This is an optimization exercise on Yosys and OpenROAD, whose aim is small area and few clock cycles per item, not a production implementation. The RTL was checked by simulation tests, not by an equivalence proof against the original design. Power and IR drop assume default switching activity.

the baseline:
==> module point_loader, before the edit <==
module point_loader #(
  parameter int LEN    = 256,
  parameter int WORD   = 32,
  parameter int SETTLE = 2
) (
  input  logic            clk,
  input  logic            rst,
  input  logic [LEN-1:0]  p,
  input  logic            in_valid,
  output logic            in_ready,
  input  logic [WORD-1:0] in_data,
  output logic [LEN-1:0]  chk_x,
  output logic [LEN-1:0]  chk_y,
  input  logic            chk_valid,
  output logic            out_valid,
  input  logic            out_ready,
  output logic [LEN-1:0]  out_x,
  output logic [LEN-1:0]  out_y,
  output logic            out_on_curve,
  output logic            out_range_err
);
  localparam int NW   = LEN / WORD;         
  localparam int IDXW = $clog2(2 * NW);     
  logic [2*LEN-1:0] buf_q;      
  logic [IDXW-1:0]  widx;       
  logic             full;       
  logic             shown;      
  logic             ge;         
  logic             x_err;
  logic             r_err;      
  logic             hand;       
  logic             free;       
  logic             xfer;
  logic [WORD-1:0]  pw;
  logic             ge_new;
  assign hand     = shown && out_ready;
  assign free     = !full || hand;
  assign in_ready = !rst && free;
  assign xfer     = in_valid && in_ready;
  assign pw     = p[widx[IDXW-2:0]*WORD +: WORD];
  assign ge_new = (in_data > pw) || ((in_data == pw) && (widx[IDXW-2:0] == '0 || ge));
  assign chk_x         = buf_q[LEN-1:0];
  assign chk_y         = buf_q[2*LEN-1:LEN];
  assign out_x         = buf_q[LEN-1:0];
  assign out_y         = buf_q[2*LEN-1:LEN];
  assign out_valid     = shown;
  assign out_range_err = r_err;
  assign out_on_curve  = chk_valid && !r_err;
  always_ff @(posedge clk) begin
    if (rst) begin
      widx   <= '0;
      full   <= 1'b0;
      shown  <= 1'b0;
    end else begin
      if (hand) begin
        full   <= 1'b0;
        shown  <= 1'b0;
      end else if (full) begin
        shown <= 1'b1;
      end
      if (xfer) begin
        widx <= widx + 1'b1;
        if (widx == IDXW'(2 * NW - 1)) full <= 1'b1;
      end
    end
  end
  always_ff @(posedge clk) begin
    if (xfer) begin
      ge <= ge_new;
      if (widx == IDXW'(NW - 1)) x_err <= ge_new;
      if (widx == IDXW'(2 * NW - 1)) r_err <= x_err || ge_new;
    end
  end
  for (genvar k = 0; k < 2 * NW; k++) begin : g_word
    always_ff @(posedge clk) begin
      if (xfer && widx == IDXW'(k)) buf_q[k*WORD +: WORD] <= in_data;
    end
  end
endmodule
==> flow/config.mk <==
export PLATFORM = sky130hd
export DESIGN_NAME = point_loader
export DESIGN_NICKNAME = point_loader
export VERILOG_FILES = /design/flow/design.v
export SDC_FILE = /design/flow/constraint.sdc
export NUM_CORES = 4
export LEC_CHECK = 0
export CAP_MARGIN = 20
export CORE_AREA = 10 10 460 460
export DIE_AREA = 0 0 470 470
export SLEW_MARGIN = 20
==> flow/constraint.sdc <==
create_clock -name core_clock -period 5.0 [get_ports {clk}]
set_input_delay 1.0000 -clock core_clock [delete_from_list [all_inputs] [get_ports {clk}]]
set_output_delay 1.0000 -clock core_clock [all_outputs]
set_load 0.01 [all_outputs]
run.sh (not shown) runs the stock make flow with config.mk's settings and CLKGATE_MAP_FILE= SYNTH_SCRIPT=/design/flow/synth_recipe.tcl, a recipe that flattens the netlist after the stock synthesis.
Testbench counts of the baseline, summed over its fixed seeds: cycles 13,608, items 800.
#### Input delta (the candidate over the baseline)
diff --git a/flow/design.v b/flow/design.v
--- a/flow/design.v
+++ b/flow/design.v
@@ -22,6 +22,8 @@
   localparam int NW   = LEN / WORD;         
   localparam int IDXW = $clog2(2 * NW);     
   logic [2*LEN-1:0] buf_q;      
+  logic [WORD-1:0]  hold;       
+  logic             hold_v;
   logic [IDXW-1:0]  widx;       
   logic             full;       
   logic             shown;      
@@ -35,7 +37,7 @@
   logic             ge_new;
   assign hand     = shown && out_ready;
   assign free     = !full || hand;
-  assign in_ready = !rst && free;
+  assign in_ready = !rst && (free || (widx == '0 && !hold_v));
   assign xfer     = in_valid && in_ready;
   assign pw     = p[widx[IDXW-2:0]*WORD +: WORD];
   assign ge_new = (in_data > pw) || ((in_data == pw) && (widx[IDXW-2:0] == '0 || ge));
@@ -51,15 +53,18 @@
       widx   <= '0;
       full   <= 1'b0;
       shown  <= 1'b0;
+      hold_v <= 1'b0;
     end else begin
       if (hand) begin
         full   <= 1'b0;
         shown  <= 1'b0;
+        hold_v <= 1'b0;
       end else if (full) begin
         shown <= 1'b1;
       end
       if (xfer) begin
         widx <= widx + 1'b1;
+        if (!free) hold_v <= 1'b1;
         if (widx == IDXW'(2 * NW - 1)) full <= 1'b1;
       end
     end
@@ -71,9 +76,17 @@
       if (widx == IDXW'(2 * NW - 1)) r_err <= x_err || ge_new;
     end
   end
+  always_ff @(posedge clk) begin
+    if (xfer && !free) hold <= in_data;
+  end
   for (genvar k = 0; k < 2 * NW; k++) begin : g_word
     always_ff @(posedge clk) begin
-      if (xfer && widx == IDXW'(k)) buf_q[k*WORD +: WORD] <= in_data;
+      if (k == 0) begin
+        if (free && hold_v) buf_q[k*WORD +: WORD] <= hold;
+        else if (xfer && free && widx == IDXW'(k)) buf_q[k*WORD +: WORD] <= in_data;
+      end else begin
+        if (xfer && free && widx == IDXW'(k)) buf_q[k*WORD +: WORD] <= in_data;
+      end
     end
   end
 endmodule
Notes after the runs:
Total number of nets in the final design (the candidate over the baseline): increase, 3.3%. The candidate against the baseline: final-layout clock-cell area share fell 0.41 points, transition time at the pin with the least slew margin fell 0.15 ns. Switching component of the power (lower): the baseline. In the candidate the number of instances in the synthesized netlist turned out 6.1% higher than in the baseline. The candidate: worst ir drop on vdd is 5.1% higher than what the baseline reported. Delta (the candidate minus the baseline): internal power went up by 160 µW, clock share of power went down by 1.7 points, count of unique library cells instantiated by Yosys rose about 8%, synthesized flop and latch total shows an increase of 6.3%.
Testbench counts of the candidate, summed over its fixed seeds: cycles 12,816, items 800.

[port drivers added, routing unchanged]
In the flow no input, the clock included, has a driving cell. The finished layouts below were timed again as built, in two steps. Step 1: set_driving_cell puts a clkbuf_16 on clk and a buf_2 on each other input, an assumption about the parent block. Step 2 adds t to the input delays and takes it off the output delays; t is the mean of the earliest and latest rising clock arrival at the registers after step 1. Input paths then give back, and output paths get back, about the clock's delay inside the block. a / b / c = no drivers / after step 1 / after step 2; a / b = the first two.
run	t (ns)	setup slack, ns	worst data-port slew with drivers (ns)	cell pins on the clock port's net
the baseline	0.768	0.557 / 0.557 / 0.246	0.37	1
the candidate	0.778	0.900 / 0.803 / 0.591	0.35	1
After both steps every run listed still meets setup and hold. For the baseline, which loses most, drivers alone change the setup slack by 0.000 ns; drivers and shift together by -0.311 ns.
